This is an optimization exercise on Yosys and OpenROAD, whose aim is small area and a short achievable clock period, not a production implementation.
RTL that was checked went through simulation tests only; none was proved equivalent to the original.
Only the layout flow was run in run 2; the RTL was not checked for function there.

==> flow/design.v (outline; a module is shown in full before it is edited, if it fits) <==
// module alu_div_row1: 17 lines
// module alu_div_row2: 20 lines
// module alu_div_row3: 23 lines
// module alu_div_row4: 28 lines
// module alu_div_row5: 31 lines
// module alu_div_row6: 36 lines
// module alu_div_row7: 41 lines
// module alu_div_row8: 48 lines
// module alu_div_row9: 51 lines
// module alu_div_row10: 56 lines
// module alu_div_row11: 61 lines
// module alu_div_row12: 68 lines
// module alu_div_row13: 73 lines
// module alu_div_row14: 80 lines
// module alu_div_row15: 87 lines
// module alu_div_row16: 96 lines
// module alu_div_row17: 99 lines
// module alu_div_row18: 104 lines
// module alu_div_row19: 109 lines
// module alu_div_row20: 116 lines
// module alu_div_row21: 121 lines
// module alu_div_row22: 128 lines
// module alu_div_row23: 135 lines
// module alu_div_row24: 144 lines
// module alu_div_row25: 149 lines
// module alu_div_row26: 156 lines
// module alu_div_row27: 163 lines
// module alu_div_row28: 172 lines
// module alu_div_row29: 179 lines
// module alu_div_row30: 188 lines
// module alu_div_row31: 197 lines
// module alu_div_row32: 208 lines
// module alu_div32: 71 lines
// module alu_unit: 136 lines
module alu_unit
#(
  parameter int unsigned WIDTH = 32
) (
  input  logic               clk,
  input  logic               rst_n,
  input  logic               in_valid,
  input  logic [WIDTH-1:0]   rs,
  input  logic [WIDTH-1:0]   rt,
  input  logic [alu_pkg::CTRL_W-1:0]  ctrl,
  input  logic [alu_pkg::SHAMT_W-1:0] sa,
  input  logic               div_signed,
  output logic               out_valid,
  output logic [WIDTH-1:0]   rd,
  output logic               overflow,
  output logic [WIDTH-1:0]   quotient,
  output logic [WIDTH-1:0]   remainder
);
  // ...
==> flow/flow/run.sh <==
#!/bin/bash
# Standard ORFS layout, with repair_timing asked to leave setup margin so the
# resizer speeds up the design instead of stopping at the 100 ns clock.
set -euo pipefail
bash standard.sh SETUP_SLACK_MARGIN=35 finish > orfs_flow.log 2>&1
==> flow/standard.sh <==
#!/bin/bash
# synth_recipe.tcl (not shown) runs the flow's synth.tcl, then flattens the netlist and writes it again
# the make line also repeats each setting of config.mk as NAME=value (left out here)
make -C /OpenROAD-flow-scripts/flow DESIGN_CONFIG=/design/flow/config.mk WORK_HOME=/design/flow/orfs CLKGATE_MAP_FILE= SYNTH_SCRIPT=/design/flow/synth_recipe.tcl "${@:-finish}"
==> flow/config.mk <==
export PLATFORM = sky130hd
export DESIGN_NAME = alu_unit
export DESIGN_NICKNAME = alu_unit
export VERILOG_FILES = /design/flow/design.v
export SDC_FILE = /design/flow/constraint.sdc
export NUM_CORES = 4
export LEC_CHECK = 0
export ABC_AREA = 1
export CAP_MARGIN = 20
export CORE_MARGIN = 2
export CORE_UTILIZATION = 70
export PLACE_DENSITY = 0.78
export SLEW_MARGIN = 20
==> flow/constraint.sdc <==
create_clock -name core_clock -period 100.0 [get_ports {clk}]
set_input_delay 20.0000 -clock core_clock [delete_from_list [all_inputs] [get_ports {clk}]]
set_output_delay 20.0000 -clock core_clock [all_outputs]
set_load 0.01 [all_outputs]
==> impl_metrics.ini, run 1 <==
[status]
status = finished clean

[worst_setup_path]
r2r-end = negr_q
endpoint = quotient[28]
cp.depth = 329
reg2reg_depth = 2
worst-path-max-fanout = 28
critical_path.top_delay_family = simple AND/OR/NAND/NOR gates
slowest_stage = fa_1

[cts]
cts-resized-gates = 22
cts_buffers = 17
ctsRootBufferMaster = clkbuf_16

[layout]
stdcell_area_sq_um = 42500
reg_top3 = b_q: 32 flops, rd_q: 32 flops
nonClkBufAreaFrac_pct = 7.29
sh_seq_area_pct = 5.57
inv_count = 668
regArea_sq_um = 2370
nClkBuffers = 17

[floorplanning]
dieHeight_um = 239
initial_core_util_pct = 70.4

[sta]
max_slew_margin_pct = 23.4

[routing]
topRoutingLayerUsed = met4
ant_nets = 0
dr_wl_met3_um = 12700

[global_route]
grtUsageMet3_pct = 6.63
top_usage_layer = met2
grt_pass1_vias = 38100
grt_pass1_wl_um = 198000

[logic_synthesis]
yosysWarnings = 5
synthSimpleGateAreaFrac_pct = 31.3
ys_seq_area_share_pct = 6.12
yosysMostFrequentCell = nand2_1
synth-compound-area-share_pct = 17.2
synthTopCellsByArea = ha_1 18%, nand2_1 15%, fa_1 8.3%, dfxtp_1 6.1%, inv_1 5.9%
async_flop_share_pct = 0
synth-seq-cells = 118
yosysUniqueCellTypes = 76

[hold_path]
hold_path_startpoint = rd_q[9]

[place]
io_buffers = 174
gp_routability_congestion = 1.01
==> module alu_unit, before the edit <==
module alu_unit
#(
  parameter int unsigned WIDTH = 32
) (
  input  logic               clk,
  input  logic               rst_n,
  input  logic               in_valid,
  input  logic [WIDTH-1:0]   rs,
  input  logic [WIDTH-1:0]   rt,
  input  logic [alu_pkg::CTRL_W-1:0]  ctrl,
  input  logic [alu_pkg::SHAMT_W-1:0] sa,
  input  logic               div_signed,
  output logic               out_valid,
  output logic [WIDTH-1:0]   rd,
  output logic               overflow,
  output logic [WIDTH-1:0]   quotient,
  output logic [WIDTH-1:0]   remainder
);
  localparam int SPLIT = 14;
  localparam int RW    = 32 - SPLIT;
  logic        sub;
  logic [31:0] y, sum;
  logic [32:0] cy;
  logic        ovf, lt_s, lt_u;
  assign sub   = ctrl[3];
  assign y     = rt ^ {32{sub}};
  assign cy[0] = sub;
  genvar gi;
  generate
    for (gi = 0; gi < 32; gi++) begin : g_add
      assign sum[gi]  = rs[gi] ^ y[gi] ^ cy[gi];
      assign cy[gi+1] = (rs[gi] & y[gi]) | (rs[gi] & cy[gi]) | (y[gi] & cy[gi]);
    end
  endgenerate
  assign ovf  = (rs[31] == y[31]) && (sum[31] != rs[31]);
  assign lt_u = ~cy[32];
  assign lt_s = sum[31] ^ ovf;
  logic        left, fill;
  logic [31:0] sh_in, sh_out, sh_rev;
  always_comb begin
    left = (ctrl[1:0] == 2'b00);
    fill = (ctrl[1:0] == 2'b10) & rt[31];
    for (int i = 0; i < 32; i++) sh_in[i] = left ? rt[31-i] : rt[i];
    sh_out = 32'($signed({fill, sh_in}) >>> sa);
    for (int i = 0; i < 32; i++) sh_rev[i] = sh_out[31-i];
  end
  logic [31:0] alu_rd_c;
  logic        alu_ovf_c;
  always_comb begin
    alu_rd_c  = '0;
    alu_ovf_c = 1'b0;
    case (ctrl)
      alu_pkg::ALU_ADDU: alu_rd_c = sum;
      alu_pkg::ALU_ADD: begin
        alu_rd_c  = sum;
        alu_ovf_c = ovf;
      end
      alu_pkg::ALU_AND:  alu_rd_c = rs & rt;
      alu_pkg::ALU_OR:   alu_rd_c = rs | rt;
      alu_pkg::ALU_NOR:  alu_rd_c = ~(rs | rt);
      alu_pkg::ALU_XOR:  alu_rd_c = rs ^ rt;
      alu_pkg::ALU_SUBU: alu_rd_c = sum;
      alu_pkg::ALU_SUB: begin
        alu_rd_c  = sum;
        alu_ovf_c = ovf;
      end
      alu_pkg::ALU_SLTU: alu_rd_c = {31'd0, lt_u};
      alu_pkg::ALU_SLT:  alu_rd_c = {31'd0, lt_s};
      alu_pkg::ALU_SLL:  alu_rd_c = sh_rev;
      alu_pkg::ALU_SRL:  alu_rd_c = sh_out;
      alu_pkg::ALU_SRA:  alu_rd_c = sh_out;
      default: begin
        alu_rd_c  = '0;
        alu_ovf_c = 1'b0;
      end
    endcase
  end
  logic        neg_a, neg_b, b_zero;
  logic [31:0] mag_a, mag_b;
  logic [31:SPLIT] q_hi_c;
  logic [31:0] r_hi_c;
  always_comb begin
    neg_a  = div_signed & rs[31];
    neg_b  = div_signed & rt[31];
    mag_a  = neg_a ? (~rs + 32'd1) : rs;
    mag_b  = neg_b ? (~rt + 32'd1) : rt;
    b_zero = (rt == 32'd0);
  end
  alu_div32 #(.HI(31), .LO(SPLIT)) u_div_hi (
    .rin (32'd0), .a(mag_a), .b(mag_b), .q(q_hi_c), .rout(r_hi_c)
  );
  logic             out_valid_q;
  logic [WIDTH-1:0] rd_q;
  logic             overflow_q;
  logic [RW-1:0]    rem_q;
  logic [31:SPLIT]  qhi_q;
  logic [SPLIT-1:0] alo_q;
  logic [31:0]      b_q;
  logic             negq_q, negr_q;
  always_ff @(posedge clk) begin
    if (!rst_n) begin
      out_valid_q <= 1'b0;
      rd_q        <= '0;
      overflow_q  <= 1'b0;
      rem_q       <= '0;
      qhi_q       <= '0;
      alo_q       <= '0;
      b_q         <= 32'd1;
      negq_q      <= 1'b0;
      negr_q      <= 1'b0;
    end else begin
      out_valid_q <= in_valid;
      if (in_valid) begin
        rd_q        <= alu_rd_c;
        overflow_q  <= alu_ovf_c;
        rem_q       <= r_hi_c[RW-1:0];
        qhi_q       <= q_hi_c;
        alo_q       <= mag_a[SPLIT-1:0];
        b_q         <= mag_b;
        negq_q      <= (neg_a ^ neg_b) & ~b_zero;
        negr_q      <= neg_a;
      end
    end
  end
  logic [SPLIT-1:0] q_lo_c;
  logic [31:0]      r_c, q_c;
  alu_div32 #(.HI(SPLIT-1), .LO(0)) u_div_lo (
    .rin ({{SPLIT{1'b0}}, rem_q}), .a({qhi_q, alo_q}), .b(b_q), .q(q_lo_c), .rout(r_c)
  );
  assign q_c = {qhi_q, q_lo_c};
  assign out_valid = out_valid_q;
  assign rd        = rd_q;
  assign overflow  = overflow_q;
  assign quotient  = negq_q ? (~q_c + 32'd1) : q_c;
  assign remainder = negr_q ? (~r_c + 32'd1) : r_c;
endmodule
==> inputs of run 2 (changes only) <==
--- a/flow/design.v
+++ b/flow/design.v
@@ -3316,3 +3316,5 @@
     for (int i = 0; i < 32; i++) sh_in[i] = left ? rt[31-i] : rt[i];
-    sh_out = 32'($signed({fill, sh_in}) >>> sa);
+    sh_out = sh_in;
+    for (int k = 0; k < 5; k++)
+      if (sa[k]) sh_out = (sh_out >> (1 << k)) | ({32{fill}} << (32 - (1 << k)));
     for (int i = 0; i < 32; i++) sh_rev[i] = sh_out[31-i];
@@ -3321,30 +3323,22 @@
   logic        alu_ovf_c;
+  logic [3:0]  tt;
+  logic        is_arith, is_srl, is_sll;
   always_comb begin
-    alu_rd_c  = '0;
-    alu_ovf_c = 1'b0;
     case (ctrl)
-      alu_pkg::ALU_ADDU: alu_rd_c = sum;
-      alu_pkg::ALU_ADD: begin
-        alu_rd_c  = sum;
-        alu_ovf_c = ovf;
-      end
-      alu_pkg::ALU_AND:  alu_rd_c = rs & rt;
-      alu_pkg::ALU_OR:   alu_rd_c = rs | rt;
-      alu_pkg::ALU_NOR:  alu_rd_c = ~(rs | rt);
-      alu_pkg::ALU_XOR:  alu_rd_c = rs ^ rt;
-      alu_pkg::ALU_SUBU: alu_rd_c = sum;
-      alu_pkg::ALU_SUB: begin
-        alu_rd_c  = sum;
-        alu_ovf_c = ovf;
-      end
-      alu_pkg::ALU_SLTU: alu_rd_c = {31'd0, lt_u};
-      alu_pkg::ALU_SLT:  alu_rd_c = {31'd0, lt_s};
-      alu_pkg::ALU_SLL:  alu_rd_c = sh_rev;
-      alu_pkg::ALU_SRL:  alu_rd_c = sh_out;
-      alu_pkg::ALU_SRA:  alu_rd_c = sh_out;
-      default: begin
-        alu_rd_c  = '0;
-        alu_ovf_c = 1'b0;
-      end
+      alu_pkg::ALU_AND: tt = 4'b1000;
+      alu_pkg::ALU_OR:  tt = 4'b1110;
+      alu_pkg::ALU_NOR: tt = 4'b0001;
+      alu_pkg::ALU_XOR: tt = 4'b0110;
+      default:          tt = 4'b0000;
     endcase
+    is_arith = (ctrl == alu_pkg::ALU_ADDU) | (ctrl == alu_pkg::ALU_ADD) |
+               (ctrl == alu_pkg::ALU_SUBU) | (ctrl == alu_pkg::ALU_SUB);
+    is_srl   = (ctrl == alu_pkg::ALU_SRL) | (ctrl == alu_pkg::ALU_SRA);
+    is_sll   = (ctrl == alu_pkg::ALU_SLL);
+    for (int i = 0; i < 32; i++)
+      alu_rd_c[i] = tt[{rs[i], rt[i]}] | (is_arith & sum[i]) |
+                    (is_srl & sh_out[i]) | (is_sll & sh_rev[i]);
+    alu_rd_c[0] = alu_rd_c[0] | ((ctrl == alu_pkg::ALU_SLTU) & lt_u) |
+                  ((ctrl == alu_pkg::ALU_SLT) & lt_s);
+    alu_ovf_c = ((ctrl == alu_pkg::ALU_ADD) | (ctrl == alu_pkg::ALU_SUB)) & ovf;
   end
--- a/flow/flow/run.sh
+++ b/flow/flow/run.sh
@@ -4,2 +4,2 @@
 set -euo pipefail
-bash standard.sh SETUP_SLACK_MARGIN=35 finish > orfs_flow.log 2>&1
+bash standard.sh SETUP_SLACK_MARGIN=38 finish > orfs_flow.log 2>&1
==> run 2 against run 1 <==
Net effect:
- still clean
- sequential share of layout area shrank 0.22 points
- die area is 0.92% lower
- global-route usage up 0.28 points
- clock-buffer cell count unchanged
- critical path depth is 5 higher
- worst setup slack worse by 0.96 ns
- final cell count grew 3.5%
- area after synthesis down 0.93%
- clock skew unchanged
==> impl_metrics.ini, run 2 <==
[worst_setup_path]
cpPeakStageDelay_ns = 0.53
reg2reg_slack_ns = 98.25
worst-path-max-fanout = 21
crit_buf_inv = 27
crit_type = reg -> out
r2r_start = b_q[23]
reg2reg_depth = 2
critical_path.top_delay_family = simple AND/OR/NAND/NOR gates
r2r-end = b_q[23]
cp.arrival_ns = 43.34
slowest_stage = ha_1
crit_path_end_kind = output pin
start_kind = register
cp_common_cell = nand2_1
required_ns = 80.00

[logic_synthesis]
yosysMostFrequentCell = nand2_1
synth-edff-count = 0
synth_top_area_share_pct = 16.3
yosysWarnings = 5
postSynthAreaPerCell_sq_um = 6.47
mappedNetlistArea_sq_um = 38200
async_flop_share_pct = 0
synthTopCellsByArea = ha_1 16%, nand2_1 15%, fa_1 8.4%, dfxtp_1 6.2%, inv_1 6.1%
yosysTopAreaCell = ha_1
synth_top_family_by_area = simple AND/OR/NAND/NOR gates
synthSimpleGateAreaFrac_pct = 33.0
synthCells = 5906
synthMuxAreaShare_pct = 0.262
synthAdderAreaFrac_pct = 24.7
yosys-top-cells-count = 1496 x nand2_1, 623 x inv_1, 498 x ha_1
ys_seq_area_share_pct = 6.18
synthXorXnorAreaFrac_pct = 8.66
syn-num-nets = 6641
synth_flop_cell = dfxtp_1
yosysUniqueCellTypes = 75
synth-seq-cells = 118
synth-compound-area-share_pct = 17.6

[cts]
cts_sinks = 118
ctsRootBufferMaster = clkbuf_16
clockBufferDepth = 2
htree_num_levels = 4
cts_tree = done
clkTransAtPathRegs_ns = 0.06
cts_buffers = 17
clk_latency_ns = 0.45

[sta]
slew_violations = 0
hold_viol = 0
worst_clock_skew_ns = 0
setup_tns_ns = 0
rsz0062_at_grt = yes
post-route-period-util_pct = 63.3
tightest_slew_ns = 1.14
fmax_mhz = 15.8
period_needed_ns = 63.34
setup_viol = 0
max_slew_margin_pct = 23.7

[global_route]
grt_max_degree = 82
grt_pass1_wl_um = 201000
grt_usage_pct = 44.2
gr-total-overflow = 0
grt_antenna_before_repair = 6
grt_pass1_vias = 39100

[routing]
drc = 0
routed_wl_um = 146000
drt_iter0_markers = 5424
routedWlPerCell_um = 21.2
ant_nets = 0
drt_first_pass_iters = 9
avgViaCountPerCell = 6.48
num_vias = 44600

[layout]
layout_common_cells = 1422 x nand2_1, 609 x inv_1, 485 x ha_1
nNetsFinal = 6906
area_delta_synth_final_pct = 15.9
fillers = 3667
stdcell_area_sq_um = 44300
final_common_cell = nand2_1
reg_top3 = b_q: 32 flops, rd_q: 32 flops
layout-drive-gt1-share_pct = 18.1

[floorplanning]
io_pins = 175
rows = 85
coreArea_sq_um = 53900
dieArea_sq_um = 56500
initial_core_util_pct = 70.9
die_x_um = 238
dieHeight_um = 238

[place]
gp_routability_congestion = 1.04
place_hpwl_um = 98000
place_area_sq_um = 40200
io_buffers = 174

[hold_path]
hold_depth = 2
holdPathEnd = rem_q[8]
hold_path_class = reg -> reg
hold_path_startpoint = rem_q[8]

[status]
status = finished clean

[flow_run]
max_cap_viol_count = 0
-- run 2: layout make-up --
cell class                 count  area, sq um  share of cell area [%]
multi-input combinational   4913        33700                    76.0
antenna                        4         10.0                  0.0226
clock inverter                15          134                   0.302
inverter                     674         2740                    6.19
timing repair buffer         437         3990                    9.00
clock buffer                  17          425                   0.961
tap                          696          871                    1.97
sequential                   118         2370                    5.35
timing repair inverter        10         82.6                   0.187
-- run 2: cells by family (layout without fill, tap and decap cells) --
| family | after synthesis | count (layout) |
|---|---|---|
| buf+inv | 895 | 1153 |
| fa+ha+maj | 658 | 658 |
| other cells | 0 | 4 |
| mux | 10 | 10 |
| simple gates | 2725 | 2745 |
| xor+xnor | 378 | 378 |
| flops | 118 | 118 |
| compound gates | 1122 | 1122 |
-- run 2: tightest hold or removal path, stage by stage, from the launching register on --
cell	delay [ns]
dfxtp_1	0.33
nand2_1	0.06
o21ai_1	0.05
-- run 2: worst max path at each step --
stage          depth (start not counted)  slack (ns)    start           end
6_report                             334       36.66  b_q[30]  quotient[30]
5_1_grt                              335       34.32  b_q[30]  quotient[28]
4_1_cts                              347       38.01   b_q[2]  quotient[28]
3_5_place_dp                         350       31.85   b_q[2]  quotient[30]
3_3_place_gp                         350       32.79   b_q[2]  quotient[30]
2_1_floorplan                        353       43.41   b_q[2]  quotient[30]
-- run 2: per-layer routing --
layer  part of all wire, %  up-vias  track usage, %
met5                 0.082        -               0
met3                    13     1185            7.82
met2                    43     3294            72.7
met4                   9.5        8            29.0
met1                    35    20000            53.2
li1                      -    20100               -
-- run 2: per-stage QoR --
| stage | cells | setup WS, ns | hold slack (ns) | util (%) |
|---|---|---|---|---|
| finish | 6884 | 36.66 | 0.481 | 82.1 |
| global route | 6883 | 34.32 | 0.491 | 82.1 |
| CTS | 6671 | 38.01 | 0.481 | 76.8 |
| detailed placement | 6615 | 31.85 | 0.468 | 74.5 |
| global placement | 6615 | 32.79 | 0.462 | 74.5 |
| floorplan | 5906 | 43.41 | 0.452 | - |
-- run 2: timing repair --
| action | 4_1_cts | 5_1_grt |
|---|---|---|
| hold buffers | 0 | 0 |
| cloned | 13 | 24 |
| hold endpoints to repair | 0 | 0 |
| endpoints found under the setup margin | 83 | 83 |
| setup buffers | 11 | 184 |
| resized for setup | 90 | 315 |
| pin swaps | 7 | 155 |
==> module alu_div32, before the edit <==
module alu_div32 #(
  parameter int HI = 31,
  parameter int LO = 0
) (
  input  logic [31:0]     rin,
  input  logic [31:0]     a,
  input  logic [31:0]     b,
  output logic [HI:LO]    q,
  output logic [31:0]     rout
);
  logic [31:0] rem [LO:HI+1];
  logic [32:0] hz;
  assign rem[HI+1] = rin;
  assign hz[32] = 1'b1;
  genvar j;
  generate
    for (j = 31; j >= 1; j--) begin : g_hz
      assign hz[j] = hz[j+1] & ~b[j];
    end
    for (j = HI; j >= LO; j--) begin : g_row
      localparam int W = 32 - j;
      logic [W-1:0] p, r;
      if (W == 1) begin : g_p1
        assign p = a[j];
      end else begin : g_pn
        assign p = {rem[j+1][W-2:0], a[j]};
      end
      case (W)
        1: begin : g_w1 alu_div_row1 u_row (.p(p), .b(b[0:0]), .hz(hz[1]), .q(q[j]), .r(r)); end
        2: begin : g_w2 alu_div_row2 u_row (.p(p), .b(b[1:0]), .hz(hz[2]), .q(q[j]), .r(r)); end
        3: begin : g_w3 alu_div_row3 u_row (.p(p), .b(b[2:0]), .hz(hz[3]), .q(q[j]), .r(r)); end
        4: begin : g_w4 alu_div_row4 u_row (.p(p), .b(b[3:0]), .hz(hz[4]), .q(q[j]), .r(r)); end
        5: begin : g_w5 alu_div_row5 u_row (.p(p), .b(b[4:0]), .hz(hz[5]), .q(q[j]), .r(r)); end
        6: begin : g_w6 alu_div_row6 u_row (.p(p), .b(b[5:0]), .hz(hz[6]), .q(q[j]), .r(r)); end
        7: begin : g_w7 alu_div_row7 u_row (.p(p), .b(b[6:0]), .hz(hz[7]), .q(q[j]), .r(r)); end
        8: begin : g_w8 alu_div_row8 u_row (.p(p), .b(b[7:0]), .hz(hz[8]), .q(q[j]), .r(r)); end
        9: begin : g_w9 alu_div_row9 u_row (.p(p), .b(b[8:0]), .hz(hz[9]), .q(q[j]), .r(r)); end
        10: begin : g_w10 alu_div_row10 u_row (.p(p), .b(b[9:0]), .hz(hz[10]), .q(q[j]), .r(r)); end
        11: begin : g_w11 alu_div_row11 u_row (.p(p), .b(b[10:0]), .hz(hz[11]), .q(q[j]), .r(r)); end
        12: begin : g_w12 alu_div_row12 u_row (.p(p), .b(b[11:0]), .hz(hz[12]), .q(q[j]), .r(r)); end
        13: begin : g_w13 alu_div_row13 u_row (.p(p), .b(b[12:0]), .hz(hz[13]), .q(q[j]), .r(r)); end
        14: begin : g_w14 alu_div_row14 u_row (.p(p), .b(b[13:0]), .hz(hz[14]), .q(q[j]), .r(r)); end
        15: begin : g_w15 alu_div_row15 u_row (.p(p), .b(b[14:0]), .hz(hz[15]), .q(q[j]), .r(r)); end
        16: begin : g_w16 alu_div_row16 u_row (.p(p), .b(b[15:0]), .hz(hz[16]), .q(q[j]), .r(r)); end
        17: begin : g_w17 alu_div_row17 u_row (.p(p), .b(b[16:0]), .hz(hz[17]), .q(q[j]), .r(r)); end
        18: begin : g_w18 alu_div_row18 u_row (.p(p), .b(b[17:0]), .hz(hz[18]), .q(q[j]), .r(r)); end
        19: begin : g_w19 alu_div_row19 u_row (.p(p), .b(b[18:0]), .hz(hz[19]), .q(q[j]), .r(r)); end
        20: begin : g_w20 alu_div_row20 u_row (.p(p), .b(b[19:0]), .hz(hz[20]), .q(q[j]), .r(r)); end
        21: begin : g_w21 alu_div_row21 u_row (.p(p), .b(b[20:0]), .hz(hz[21]), .q(q[j]), .r(r)); end
        22: begin : g_w22 alu_div_row22 u_row (.p(p), .b(b[21:0]), .hz(hz[22]), .q(q[j]), .r(r)); end
        23: begin : g_w23 alu_div_row23 u_row (.p(p), .b(b[22:0]), .hz(hz[23]), .q(q[j]), .r(r)); end
        24: begin : g_w24 alu_div_row24 u_row (.p(p), .b(b[23:0]), .hz(hz[24]), .q(q[j]), .r(r)); end
        25: begin : g_w25 alu_div_row25 u_row (.p(p), .b(b[24:0]), .hz(hz[25]), .q(q[j]), .r(r)); end
        26: begin : g_w26 alu_div_row26 u_row (.p(p), .b(b[25:0]), .hz(hz[26]), .q(q[j]), .r(r)); end
        27: begin : g_w27 alu_div_row27 u_row (.p(p), .b(b[26:0]), .hz(hz[27]), .q(q[j]), .r(r)); end
        28: begin : g_w28 alu_div_row28 u_row (.p(p), .b(b[27:0]), .hz(hz[28]), .q(q[j]), .r(r)); end
        29: begin : g_w29 alu_div_row29 u_row (.p(p), .b(b[28:0]), .hz(hz[29]), .q(q[j]), .r(r)); end
        30: begin : g_w30 alu_div_row30 u_row (.p(p), .b(b[29:0]), .hz(hz[30]), .q(q[j]), .r(r)); end
        31: begin : g_w31 alu_div_row31 u_row (.p(p), .b(b[30:0]), .hz(hz[31]), .q(q[j]), .r(r)); end
        32: begin : g_w32 alu_div_row32 u_row (.p(p), .b(b[31:0]), .hz(hz[32]), .q(q[j]), .r(r)); end
        default: ;
      endcase
      if (W == 32) begin : g_r32
        assign rem[j] = r;
      end else begin : g_rn
        assign rem[j] = {{(32-W){1'b0}}, r};
      end
    end
  endgenerate
  assign rout = rem[LO];
endmodule
==> inputs of run 3 (changes only) <==
--- a/flow/design.v
+++ b/flow/design.v
@@ -3215,2 +3215,9 @@
   assign rem[HI+1] = rin;
+  logic [31:0] sor;
+  always_comb begin
+    sor = b;
+    for (int d = 1; d < 32; d = d * 2)
+      for (int i = 31; i >= 0; i--)
+        if (((31 - i) / d) % 2 == 1) sor[i] = sor[i] | sor[31 - (((31 - i) / d) * d - 1)];
+  end
   assign hz[32] = 1'b1;
@@ -3219,3 +3226,3 @@
     for (j = 31; j >= 1; j--) begin : g_hz
-      assign hz[j] = hz[j+1] & ~b[j];
+      assign hz[j] = ~sor[j];
     end
@@ -3291,4 +3298,13 @@
 );
-  localparam int SPLIT = 14;
+  localparam int SPLIT = 15;
   localparam int RW    = 32 - SPLIT;
+  function automatic logic [31:0] cneg(input logic [31:0] x, input logic neg);
+    logic [31:0] o;
+    o = x;
+    for (int d = 1; d < 32; d = d * 2)
+      for (int i = 0; i < 32; i++)
+        if ((i / d) % 2 == 1) o[i] = o[i] | o[(i / d) * d - 1];
+    cneg[0] = x[0];
+    for (int i = 1; i < 32; i++) cneg[i] = x[i] ^ (neg & o[i-1]);
+  endfunction
   logic        sub;
@@ -3351,4 +3367,4 @@
     neg_b  = div_signed & rt[31];
-    mag_a  = neg_a ? (~rs + 32'd1) : rs;
-    mag_b  = neg_b ? (~rt + 32'd1) : rt;
+    mag_a  = cneg(rs, neg_a);
+    mag_b  = cneg(rt, neg_b);
     b_zero = (rt == 32'd0);
@@ -3400,4 +3416,4 @@
   assign overflow  = overflow_q;
-  assign quotient  = negq_q ? (~q_c + 32'd1) : q_c;
-  assign remainder = negr_q ? (~r_c + 32'd1) : r_c;
+  assign quotient  = cneg(q_c, negq_q);
+  assign remainder = cneg(r_c, negr_q);
 endmodule
--- a/flow/flow/run.sh
+++ b/flow/flow/run.sh
@@ -4,2 +4,2 @@
 set -euo pipefail
-bash standard.sh SETUP_SLACK_MARGIN=38 finish > orfs_flow.log 2>&1
+bash standard.sh SETUP_SLACK_MARGIN=41 finish > orfs_flow.log 2>&1
==> run 3 against run 2 <==
Net effect:
- wire length is 7.1% lower
- synthesized cell count is 5.0% higher
- final cell count is 2.6% higher
- still clean
- worst setup slack better by 6.9 ns
- critical path type is now in -> reg
==> impl_metrics.ini, run 3 <==
[status]
status = finished clean

[worst_setup_path]
required_ns = 100.39
reg2reg_depth = 2
crit_path_end_kind = register
cp.arrival_ns = 56.86
crit_type = in -> reg
cp_common_cell = a21o_1
start_kind = input port
slowest_stage = clkdlybuf4s50_1
cpPeakStageDelay_ns = 0.83
worst-path-max-fanout = 28

[floorplanning]
io_pins = 175
die_x_um = 242
initial_core_util_pct = 70.6
rows = 87
dieHeight_um = 242
coreArea_sq_um = 56300
dieArea_sq_um = 58700

[place]
placed_cells = 6972
io_buffers = 174
post-place-ws_ns = 37.42
place_hpwl_um = 106000
gp_routability_congestion = 1.07

[cts]
ctsHoldBuffers = 0
cts_buffers = 17
htree_num_levels = 4
clockBufferDepth = 2
ctsRootBufferMaster = clkbuf_16
cts_sinks = 117
cts_tree = done
clk_latency_ns = 0.44
clkTransAtPathRegs_ns = 0.06

[global_route]
use_met1_pct = 54.0
grt_pass1_vias = 41000
grt_max_degree = 65
grt_pass1_wl_um = 211000
grtUsageMet3_pct = 7.57
met2_usage_pct = 72.2
top_usage_layer = met2
gr-total-overflow = 0
grt_antenna_before_repair = 5
grt_usage_pct = 44.1

[sta]
hold_viol = 0
fmax_mhz = 17.7
setup_viol = 0
setup_tns_ns = 0
rsz0062_at_grt = no
max_slew_margin_pct = 25.6
worst_slack_ns = 43.53
slew_violations = 0
post-route-period-util_pct = 56.5
worst_clock_skew_ns = 0
tightest_slew_ns = 1.11
period_needed_ns = 56.47

[logic_synthesis]
yosysMostFrequentCell = nand2_1
yosysWarnings = 5
ys_seq_area_share_pct = 5.89
postSynthAreaPerCell_sq_um = 6.41
synth_top_area_share_pct = 15.6
syn-num-nets = 6933
synth-edff-count = 0
async_flop_share_pct = 0
synth-seq-cells = 117
yosysTopAreaCell = ha_1
yosysUniqueCellTypes = 77
synth_flop_cell = dfxtp_1
yosys-top-cells-count = 1536 x nand2_1, 742 x inv_1, 578 x nand3_1
synthTopCellsByArea = ha_1 16%, nand2_1 15%, fa_1 8.1%, nand3_1 7.3%, inv_1 7.0%
mappedNetlistArea_sq_um = 39700
synthCells = 6202

[layout]
finish.utilization_pct = 76.4
nNetsFinal = 7022
final_common_cell = nand2_1
final_cells = 7060
area_delta_synth_final_pct = 8.21
layout_common_cells = 1521 x nand2_1, 730 x inv_1, 574 x nand3_1
reg_top3 = b_q: 32 flops, rd_q: 32 flops
layout-drive-gt1-share_pct = 9.99
n_antenna_cell = 0

[hold_path]
hold_path_class = reg -> reg
hold_depth = 2

[routing]
drt_first_pass_iters = 7
drc = 0
avgViaCountPerCell = 6.15
num_vias = 43500
routed_wl_um = 136000
drt_iter0_markers = 4482
ant_nets = 0
routedWlPerCell_um = 19.2

[flow_run]
max_cap_viol_count = 0
[run 3: cell type report]
class | instances | area [sq um]
Tap cell | 756 | 946
Fill cell | 4640 | 13300
Inverter | 768 | 2960
Sequential cell | 117 | 2340
Multi-Input combinational cell | 5108 | 33600
Timing Repair Buffer | 272 | 2530
Clock inverter | 14 | 141
Timing Repair inverter | 7 | 47.5
Clock buffer | 18 | 429
[run 3: critical path, delay by kind of cell]
| family | cells | cell delay, ns |
|---|---|---|
| fa+ha+maj | 21 | 7.66 |
| compound gates | 90 | 16.92 |
| simple gates | 74 | 9.16 |
| buf+inv | 12 | 2.99 |
[run 3: worst paths after layout]
check	start	endpoint	slack (ns)
setup / recovery	rs[31]	rem_q[11]	43.53
hold reg to reg	rd_q[1]	rd_q[1]	0.49
setup reg to reg	negr_q	negr_q	97.99
hold / removal	rd_q[1]	rd_q[1]	0.49
[run 3: kinds of logic (layout without fill, tap and decap cells)]
| family | count (synthesis) | count (layout) | share of synthesized area [%] |
|---|---|---|---|
| XOR/XNOR | 372 | 372 | 8.22 |
| buffers and inverters | 986 | 1079 | 10.9 |
| multiplexers | 31 | 31 | 0.781 |
| AND/OR/NAND/NOR | 2946 | 2955 | 34.3 |
| flip-flops | 117 | 117 | 5.89 |
| adder cells (fa/ha/maj) | 654 | 654 | 23.6 |
| AO/OA/AOI/OAI | 1096 | 1096 | 16.3 |
[run 3: per-layer routing]
metal	vias to the layer above	routed length, um	share of wire, %
li1	20700	-	-
met1	19800	52500	39
met2	2287	60000	44
met3	667	13400	9.9
met4	10	9750	7.2
met5	-	72	0.053
[run 3: stage by stage]
stage / hold WS, ns / area (sq um)
2_1_floorplan: 0.449 / 39700
3_3_place_gp: 0.464 / 41500
3_5_place_dp: 0.471 / 41500
4_1_cts: 0.489 / 42200
5_1_grt: 0.506 / 43000
6_report: 0.487 / 43000
[run 3: timing repair]
action	in CTS	in global routing
setup endpoints to repair	80	82
endpoints found under the hold margin	0	0
setup buffers	5	35
gates resized for setup	26	118
cloned	5	11
pin swaps	0	14
==> inputs of run 4 (changes only) <==
==> flow/flow/run.sh (replaced) <==
#!/bin/bash
# Standard ORFS layout, with two changes to how it is made:
# - repair_timing is asked to leave setup margin, so the resizer speeds up the
#   design instead of stopping as soon as the 100 ns clock is met;
# - the port buffers that buffer_ports inserts are sky130_fd_sc_hd__buf_1.
# make's full output goes to orfs_flow.log; ORFS keeps each step's log under orfs/logs.
set -euo pipefail
bash standard.sh SETUP_SLACK_MARGIN=44 "BUFFER_PORTS_ARGS=-buffer_cell sky130_fd_sc_hd__buf_1" finish > orfs_flow.log 2>&1
--- a/flow/config.mk
+++ b/flow/config.mk
@@ -10,4 +10,4 @@
 export CORE_MARGIN = 2
-export CORE_UTILIZATION = 70
-export PLACE_DENSITY = 0.78
+export CORE_UTILIZATION = 72
+export PLACE_DENSITY = 0.8
 export SLEW_MARGIN = 20
==> run 4 against run 3 <==
Net effect:
- still clean
- die area down 2.7%
- final cell count up 0.37%
- worst setup slack better by 0.96 ns
- largest cell class unchanged
==> impl_metrics.ini, run 4 <==
[routing]
avgViaCountPerCell = 6.40
drc = 0
ant_nets = 0
drt_iter0_markers = 5190
routed_wl_um = 145000
routedWlPerCell_um = 20.5
drt_first_pass_iters = 10
num_vias = 45400

[worst_setup_path]
required_ns = 100.37
crit_path_end_kind = register
slowest_stage = buf_1
crit_type = in -> reg
start_kind = input port
cpPeakStageDelay_ns = 0.49
cp.arrival_ns = 55.88
cp_common_cell = a21o_1
worst-path-max-fanout = 28

[floorplanning]
dieHeight_um = 239
coreArea_sq_um = 54900
die_x_um = 239
io_pins = 175
rows = 86
dieArea_sq_um = 57100
initial_core_util_pct = 72.4

[place]
placed_cells = 6920
io_buffers = 174
gp_routability_congestion = 1.03
place_hpwl_um = 105000

[logic_synthesis]
synthMuxAreaShare_pct = 0.781
syn-num-nets = 6933
synthXorXnorAreaFrac_pct = 8.22
synth_top_family_by_area = simple AND/OR/NAND/NOR gates
synth_top_area_share_pct = 15.6
synthAdderAreaFrac_pct = 23.6
yosysWarnings = 5
synthTopCellsByArea = ha_1 16%, nand2_1 15%, fa_1 8.1%, nand3_1 7.3%, inv_1 7.0%
yosys-top-cells-count = 1536 x nand2_1, 742 x inv_1, 578 x nand3_1
postSynthAreaPerCell_sq_um = 6.41
synth-compound-area-share_pct = 16.3
synth-edff-count = 0
ys_seq_area_share_pct = 5.89
synthSimpleGateAreaFrac_pct = 34.3
synth-seq-cells = 117
mappedNetlistArea_sq_um = 39700
synthCells = 6202
yosysMostFrequentCell = nand2_1
yosysTopAreaCell = ha_1
async_flop_share_pct = 0
synth_flop_cell = dfxtp_1
yosysUniqueCellTypes = 77

[sta]
post-route-period-util_pct = 55.5
worst_clock_skew_ns = 0
hold_viol = 0
period_needed_ns = 55.51
fmax_mhz = 18.0
tightest_slew_ns = 1.22
slew_violations = 0
max_slew_margin_pct = 18.4
setup_tns_ns = 0
holdWs_ns = 0.472
rsz0062_at_grt = no
setup_viol = 0

[hold_path]
hold_path_class = reg -> reg

[cts]
htree_num_levels = 4
cts_buffers = 17
clk_latency_ns = 0.45
ctsRootBufferMaster = clkbuf_16
clockBufferDepth = 2
cts_sinks = 117
cts_tree = done
clkTransAtPathRegs_ns = 0.06

[layout]
final_cells = 7086
area_delta_synth_final_pct = 8.33
layout-drive-gt1-share_pct = 12.5
layout_common_cells = 1500 x nand2_1, 723 x inv_1, 569 x nand3_1
nNetsFinal = 7098
reg_top3 = b_q: 32 flops, rd_q: 32 flops
final_common_cell = nand2_1
fillers = 4192

[global_route]
grt_antenna_before_repair = 4
grt_pass1_wl_um = 215000
gr-total-overflow = 0
grt_pass1_vias = 41600
grt_usage_pct = 47.2
grt_max_degree = 66

[status]
status = finished clean

[flow_run]
max_cap_viol_count = 0
[run 4: cell families after synthesis]
| group | count (synthesis) |
|---|---|
| AO/OA/AOI/OAI | 1096 |
| adder cells (fa/ha/maj) | 654 |
| AND/OR/NAND/NOR | 2946 |
| buffers and inverters | 986 |
| flip-flops | 117 |
| multiplexers | 31 |
| XOR/XNOR | 372 |
[run 4: worst paths after layout]
check | from | end | slack [ns] | depth (start not counted)
max | rt[12] | rem_q[16] | 44.49 | 197
min | overflow_q | overflow_q | 0.47 | 2
max reg2reg | negq_q | negq_q | 98.00 | 3
min reg2reg | overflow_q | overflow_q | 0.47 | 2
[run 4: per-layer routing]
| layer | up-vias | global-route usage (%) | part of all wire [%] |
|---|---|---|---|
| li1 | 20900 | - | - |
| met1 | 20400 | 57.8 | 37 |
| met2 | 3090 | 75.5 | 43 |
| met3 | 986 | 8.66 | 12 |
| met4 | 2 | 32.3 | 8.5 |
| met5 | - | 0 | 0.0069 |
[run 4: layout make-up]
type	instances	area [sq um]	area share [%]
Antenna cell	2	5.00	0.0116
Clock buffer	18	439	1.02
Clock inverter	14	143	0.331
Inverter	768	2990	6.94
Multi-Input combinational cell	5117	34200	79.4
Sequential cell	117	2340	5.44
Tap cell	704	881	2.05
Timing Repair Buffer	336	1990	4.62
Timing Repair inverter	10	68.8	0.160
[run 4: metrics by stage]
step / cell area (sq um) / setup slack, ns / utilization [%]
floorplan: 39700 / 47.62 / -
global placement: 40300 / 37.06 / 73.5
detailed placement: 40300 / 36.39 / 73.5
CTS: 41700 / 44.02 / 76.0
global route: 43000 / 42.88 / 78.4
finish: 43000 / 44.49 / 78.4
[run 4: critical path: cells and delay by family]
kind                     cells  cell delay, ns
adder cells (fa/ha/maj)     20            8.10
buffers and inverters       10            1.81
AO/OA/AOI/OAI               87           14.75
AND/OR/NAND/NOR             80           11.14
[run 4: what timing repair did]
item	in CTS	in global routing
endpoints found under the setup margin	82	82
hold buffers	0	0
cloned	16	12
gates resized for setup	102	181
pin swaps	13	44
buffers inserted	33	71
==> inputs of run 5 (changes only) <==
--- a/flow/flow/run.sh
+++ b/flow/flow/run.sh
@@ -7,2 +7,2 @@
 set -euo pipefail
-bash standard.sh SETUP_SLACK_MARGIN=44 "BUFFER_PORTS_ARGS=-buffer_cell sky130_fd_sc_hd__buf_1" finish > orfs_flow.log 2>&1
+bash standard.sh SETUP_SLACK_MARGIN=41 "BUFFER_PORTS_ARGS=-buffer_cell sky130_fd_sc_hd__buf_1" finish > orfs_flow.log 2>&1
--- a/flow/config.mk
+++ b/flow/config.mk
@@ -10,4 +10,4 @@
 export CORE_MARGIN = 2
-export CORE_UTILIZATION = 72
-export PLACE_DENSITY = 0.8
+export CORE_UTILIZATION = 70
+export PLACE_DENSITY = 0.78
 export SLEW_MARGIN = 20
==> run 5 against run 4 <==
Net effect:
- wire length down 6.1%
- still clean
- design area down 2.4%
- highest routed layer unchanged
- flip-flop and latch count unchanged
- global-route usage down 2.8 points
- critical path depth up 7
- synthesized cell count unchanged
- hold slack better by 0.017 ns
- critical path type unchanged
- register-to-register slack better by 0.11 ns
- clock-buffer cell count down 1
- largest cell class unchanged
- worst setup slack worse by 1.1 ns
- core utilization down 3.8 points
==> impl_metrics.ini, run 5 <==
[status]
status = finished clean

[logic_synthesis]
yosysWarnings = 5
synthTopCellsByArea = ha_1 16%, nand2_1 15%, fa_1 8.1%, nand3_1 7.3%, inv_1 7.0%
synthCells = 6202
postSynthAreaPerCell_sq_um = 6.41
yosysMostFrequentCell = nand2_1
ys_seq_area_share_pct = 5.89
syn-num-nets = 6933
synth-edff-count = 0
async_flop_share_pct = 0
yosysUniqueCellTypes = 77
yosys-top-cells-count = 1536 x nand2_1, 742 x inv_1, 578 x nand3_1
synth_flop_cell = dfxtp_1
synth_top_area_share_pct = 15.6
yosysTopAreaCell = ha_1
synth-seq-cells = 117
mappedNetlistArea_sq_um = 39700

[global_route]
grt_antenna_before_repair = 4
grt_max_degree = 66
grt_pass1_wl_um = 211000
grt_pass1_vias = 40400
gr-total-overflow = 0
grt_usage_pct = 44.4

[floorplanning]
dieHeight_um = 242
initial_core_util_pct = 70.6
coreArea_sq_um = 56300
die_x_um = 242
io_pins = 175
rows = 87
dieArea_sq_um = 58700

[sta]
rsz0062_at_grt = no
max_slew_margin_pct = 25.5
setup_tns_ns = 0
post-route-period-util_pct = 56.6
period_needed_ns = 56.58
slew_violations = 0
hold_viol = 0
tightest_slew_ns = 1.11
setup_viol = 0
fmax_mhz = 17.7
worst_slack_ns = 43.42
worst_clock_skew_ns = 0

[worst_setup_path]
crit_path_end_kind = register
reg2reg_slack_ns = 98.11
slowest_stage = fa_1
start_kind = input port
critical_path.top_delay_family = compound AO/OA/AOI/OAI gates
cp-startpoint = rt[0]
cpPeakStageDelay_ns = 0.45
crit_buf_inv = 14
required_ns = 100.37
cp.arrival_ns = 56.95
crit_type = in -> reg
r2r_start = negr_q
worst-path-max-fanout = 28

[cts]
clk_latency_ns = 0.44
cts_buffers = 17
htree_num_levels = 4
cts_tree = done
cts_sinks = 117
clockBufferDepth = 2
clkTransAtPathRegs_ns = 0.07
ctsHoldBuffers = 0
ctsRootBufferMaster = clkbuf_16

[place]
gp_routability_congestion = 1.05
post-place-ws_ns = 35.83
io_buffers = 174
place_hpwl_um = 105000

[routing]
topRoutingLayerUsed = met5
met1_length_um = 52400
routedWlPerCell_um = 19.3
avgViaCountPerCell = 6.16
drc = 0
num_vias = 43500
routed_wl_um = 137000
dr_wl_met3_um = 13700
met2_length_um = 60400
drt_first_pass_iters = 9
ant_nets = 0
drt_iter0_markers = 4466

[layout]
area_delta_synth_final_pct = 5.73
reg_top3 = b_q: 32 flops, rd_q: 32 flops
final_common_cell = nand2_1
nNetsFinal = 7014
layout-drive-gt1-share_pct = 9.91
layout_common_cells = 1518 x nand2_1, 726 x inv_1, 573 x nand3_1

[hold_path]
hold_path_startpoint = rd_q[9]
hold_path_class = reg -> reg

[flow_run]
max_cap_viol_count = 0
[run 5: cell types whose count changed in the layout (fill, tap and decap cells not counted), sizes merged, moves of 3 or more]
cell | before | now
clkinv | 18 | 12
diode | 2 | 5
nand2 | 1646 | 1641
buf | 327 | 257
clkbuf | 27 | 20
[run 5: worst min-delay path: cells and delay by family, from the launching register on]
kind,cells,cell delay (ns)
buffers and inverters,1,0.05
AOI/OAI and AO/OA,1,0.08
DFF,1,0.33
[run 5: area by class of cell]
type | instances | area [sq um]
clock buffer | 17 | 425
clock inverter | 15 | 206
timing repair buffer | 260 | 1390
timing repair inverter | 8 | 47.5
tap | 756 | 946
sequential | 117 | 2340
antenna | 5 | 12.5
multi-input combinational | 5111 | 33700
fill | 4919 | 14300
inverter | 768 | 2970
[run 5: final timing paths]
check | to | cells after the start
max | rem_q[9] | 204
min | rd_q[9] | 2
max reg2reg | negr_q | 2
min reg2reg | rd_q[9] | 2
[run 5: what timing repair did]
item                                    4_1_cts  5_1_grt
buffers inserted                              3       28
endpoints found under the setup margin       80       82
pin swaps                                     0       17
gates resized for setup                      36       99
cloned                                        6       14
[run 5: kinds of logic (layout without fill, tap and decap cells)]
kind of cell / after synthesis / count (layout) / share of synthesized area, %
compound gates: 1096 / 1096 / 16.3
xor+xnor: 372 / 372 / 8.22
fa+ha+maj: 654 / 654 / 23.6
buf+inv: 986 / 1068 / 10.9
flops: 117 / 117 / 5.89
mux: 31 / 31 / 0.781
other cells: 0 / 5 / 0
simple gates: 2946 / 2958 / 34.3
[run 5: routing by layer]
metal | vias to the layer above | GRT usage [%]
met3 | 637 | 7.73
met1 | 19800 | 54.2
met4 | 8 | 27.7
met2 | 2277 | 72.6
li1 | 20700 | -
met5 | - | 0
[run 5: metrics by stage]
step | instance area, sq um | util [%] | hold slack (ns) | std cells
after global routing | 42000 | 74.6 | 0.510 | 7052
final | 42000 | 74.6 | 0.490 | 7057
after global placement | 40400 | 71.7 | 0.460 | 6968
after CTS | 41200 | 73.2 | 0.488 | 7009
after detailed placement | 40400 | 71.7 | 0.468 | 6968
after floorplan | 39700 | - | 0.449 | 6202
==> inputs of run 6 (changes only) <==
--- a/flow/flow/run.sh
+++ b/flow/flow/run.sh
@@ -7,2 +7,2 @@
 set -euo pipefail
-bash standard.sh SETUP_SLACK_MARGIN=41 "BUFFER_PORTS_ARGS=-buffer_cell sky130_fd_sc_hd__buf_1" finish > orfs_flow.log 2>&1
+bash standard.sh SETUP_SLACK_MARGIN=43 "BUFFER_PORTS_ARGS=-buffer_cell sky130_fd_sc_hd__buf_1" finish > orfs_flow.log 2>&1
==> run 6 against run 5 <==
Net effect:
- still clean
- hold slack worse by 0.0018 ns
- sequential share of layout area is 0.11 points lower
- clock-buffer cell count stayed put
- clock skew stayed put
- worst setup slack better by 1.5 ns
- critical path depth is 3 lower
==> impl_metrics.ini, run 6 <==
[status]
status = finished clean

[floorplanning]
dieHeight_um = 242
die_x_um = 242
initial_core_util_pct = 70.6
rows = 87
dieArea_sq_um = 58700
coreArea_sq_um = 56300
io_pins = 175

[layout]
fillers = 4764
area_delta_synth_final_pct = 7.76
regArea_sq_um = 2340
layout-drive-gt1-share_pct = 11.4
final_common_cell = nand2_1
nNetsFinal = 7070
layout_common_cells = 1508 x nand2_1, 725 x inv_1, 571 x nand3_1
multi_input_area_sq_um = 34000
reg_top3 = b_q: 32 flops, rd_q: 32 flops

[logic_synthesis]
synth-edff-count = 0
synthSimpleGateAreaFrac_pct = 34.3
synth_top_area_share_pct = 15.6
synth-compound-area-share_pct = 16.3
async_flop_share_pct = 0
yosysMostFrequentCell = nand2_1
mappedNetlistArea_sq_um = 39700
synthTopCellsByArea = ha_1 16%, nand2_1 15%, fa_1 8.1%, nand3_1 7.3%, inv_1 7.0%
yosys-top-cells-count = 1536 x nand2_1, 742 x inv_1, 578 x nand3_1
synthAdderAreaFrac_pct = 23.6
yosysWarnings = 5
postSynthAreaPerCell_sq_um = 6.41
synthXorXnorAreaFrac_pct = 8.22
syn-num-nets = 6933
yosysTopAreaCell = ha_1
synth_flop_cell = dfxtp_1
ys_seq_area_share_pct = 5.89
synth-seq-cells = 117
synth_top_family_by_area = simple AND/OR/NAND/NOR gates
synthMuxAreaShare_pct = 0.781
yosysUniqueCellTypes = 77
synthCells = 6202

[worst_setup_path]
start_kind = input port
required_ns = 100.34
crit_path_end_kind = register
cpPeakStageDelay_ns = 0.45
cp.depth = 201
slowest_stage = fa_1
worst-path-max-fanout = 28
critical_path.top_delay_family = compound AO/OA/AOI/OAI gates
crit_type = in -> reg
cp.arrival_ns = 55.40
crit_buf_inv = 11
reg2reg_depth = 2

[global_route]
grt_usage_pct = 45.0
grt_antenna_before_repair = 4
top_usage_layer = met2
grt_pass1_vias = 40800
grtUsageMet3_pct = 8.06
grt_pass1_wl_um = 213000
met2_usage_pct = 73.0
gr-total-overflow = 0
grt_max_degree = 66
use_met1_pct = 55.0

[cts]
htree_num_levels = 4
cts_tree = done
clockBufferDepth = 2
cts_sinks = 117
ctsRootBufferMaster = clkbuf_16
cts_buffers = 17
ctsHoldBuffers = 0
clk_latency_ns = 0.45
clkTransAtPathRegs_ns = 0.07

[sta]
max_slew_margin_pct = 17.2
post-route-period-util_pct = 55.1
hold_viol = 0
period_needed_ns = 55.07
tightest_slew_ns = 1.23
slew_violations = 0
rsz0062_at_grt = no
holdWs_ns = 0.488
setup_tns_ns = 0
worst_clock_skew_ns = 0
setup_viol = 0
fmax_mhz = 18.2

[routing]
routed_wl_um = 139000
drt_first_pass_iters = 8
drc = 0
avgViaCountPerCell = 6.20
ant_nets = 0
routedWlPerCell_um = 19.5
drt_iter0_markers = 4443
num_vias = 44100

[place]
io_buffers = 174
place_hpwl_um = 105000
gp_routability_congestion = 1.05

[flow_run]
max_cap_viol_count = 0

[hold_path]
hold_path_class = reg -> reg
hold_depth = 2
run 6: changes by cell type in the layout (fill, tap and decap cells not counted), moves of 6 or more:
| cell | previous run | this run |
|---|---|---|
| a211oi_1 | 31 | 25 |
| a211oi_2 | 6 | 12 |
| a21oi_1 | 359 | 353 |
| buf_4 | 78 | 126 |
| nand2_1 | 1518 | 1508 |
| nand2_4 | 19 | 30 |
| o21ai_0 | 323 | 312 |
| o21ai_2 | 45 | 55 |
run 6: cells by family (layout without fill, tap and decap cells):
logic type	count (synthesis)	count (layout)
buffers and inverters	986	1119
AND/OR/NAND/NOR	2946	2963
flip-flops	117	117
other	0	4
AO/OA/AOI/OAI	1096	1096
adder cells (fa/ha/maj)	654	654
multiplexers	31	31
XOR/XNOR	372	372
run 6: repair_timing:
action,in CTS,in global routing
pin swaps,8,29
setup buffers,14,68
resized for setup,77,153
cloned,12,13
setup endpoints to repair,82,82
run 6: layout make-up:
cell class / instances / area share, %
inverters: 768 / 7.04
repair inverters: 8 / 0.129
clock buffers: 17 / 0.994
well taps: 756 / 2.21
repair buffers: 311 / 4.25
flip-flops and latches: 117 / 5.47
clock inverters: 15 / 0.482
multi-input cells: 5116 / 79.4
diodes: 4 / 0.0234
run 6: per-stage QoR:
step                      util, %  cell area (sq um)  setup slack [ns]  cells
after floorplan                 -              39700             47.62   6202
after global routing         76.1              42800             42.75   7108
after CTS                    73.8              41500             43.04   7026
after detailed placement     71.7              40400             35.83   6968
after global placement       71.7              40400             36.24   6968
final                        76.1              42800             44.93   7112
run 6: worst paths after layout:
| path | start | slack (ns) | to |
|---|---|---|---|
| setup / recovery | rt[5] | 44.93 | rem_q[2] |
| hold / removal | rd_q[10] | 0.49 | rd_q[10] |
| setup reg to reg | negr_q | 98.08 | negr_q |
| hold reg to reg | rd_q[10] | 0.49 | rd_q[10] |
run 6: tightest hold or removal path, stage by stage (launching register included):
cell      delay, ns
dfxtp_1        0.33
o211ai_1       0.08
inv_1          0.05
run 6: layer usage:
layer	part of all wire [%]	vias up
li1	-	20800
met1	38	20000
met2	44	2515
met3	11	707
met4	7.6	6
met5	0.033	-

re-timing with driven ports:
In the flow no input, the clock included, has a driving cell. The finished layouts below were timed again as built, in two steps.
Step 1, drivers: a clkbuf_16 drives clk and a buf_2 each remaining input, both assumed.
Step 2, shift: input delay + t, output delay - t, t = (earliest + latest rising clock arrival at the registers) / 2. This alone moves slack from input paths to output paths.
a / b / c = ideal / step 1 / step 2; a / b = the first two.
| run | t, ns | slack for setup (ns) | hold WS [ns] | clock arrival spread, ns | cell pins on the clock port's net |
|---|---|---|---|---|---|
| run 1 | 0.503 | 37.620 / 37.565 / 37.907 | 0.457 / 0.457 / 0.457 | 0.012 / 0.012 | 1 |
| run 2 | 0.504 | 36.660 / 36.607 / 37.111 | 0.481 / 0.481 / 0.481 | 0.012 / 0.012 | 1 |
| run 3 | 0.506 | 43.530 / 43.499 / 43.062 | 0.487 / 0.487 / 0.487 | 0.015 / 0.015 | 1 |
| run 4 | 0.506 | 44.486 / 44.510 / 44.004 | 0.472 / 0.472 / 0.472 | 0.019 / 0.019 | 1 |
| run 5 | 0.506 | 43.418 / 43.443 / 42.937 | 0.490 / 0.490 / 0.490 | 0.021 / 0.022 | 1 |
| run 6 | 0.512 | 44.933 / 44.971 / 44.459 | 0.488 / 0.488 / 0.488 | 0.027 / 0.027 | 1 |
After both steps every run listed still meets setup and hold. The setup slack of run 4, which loses most, moves by +0.024 ns with the drivers and by -0.482 ns with both steps.
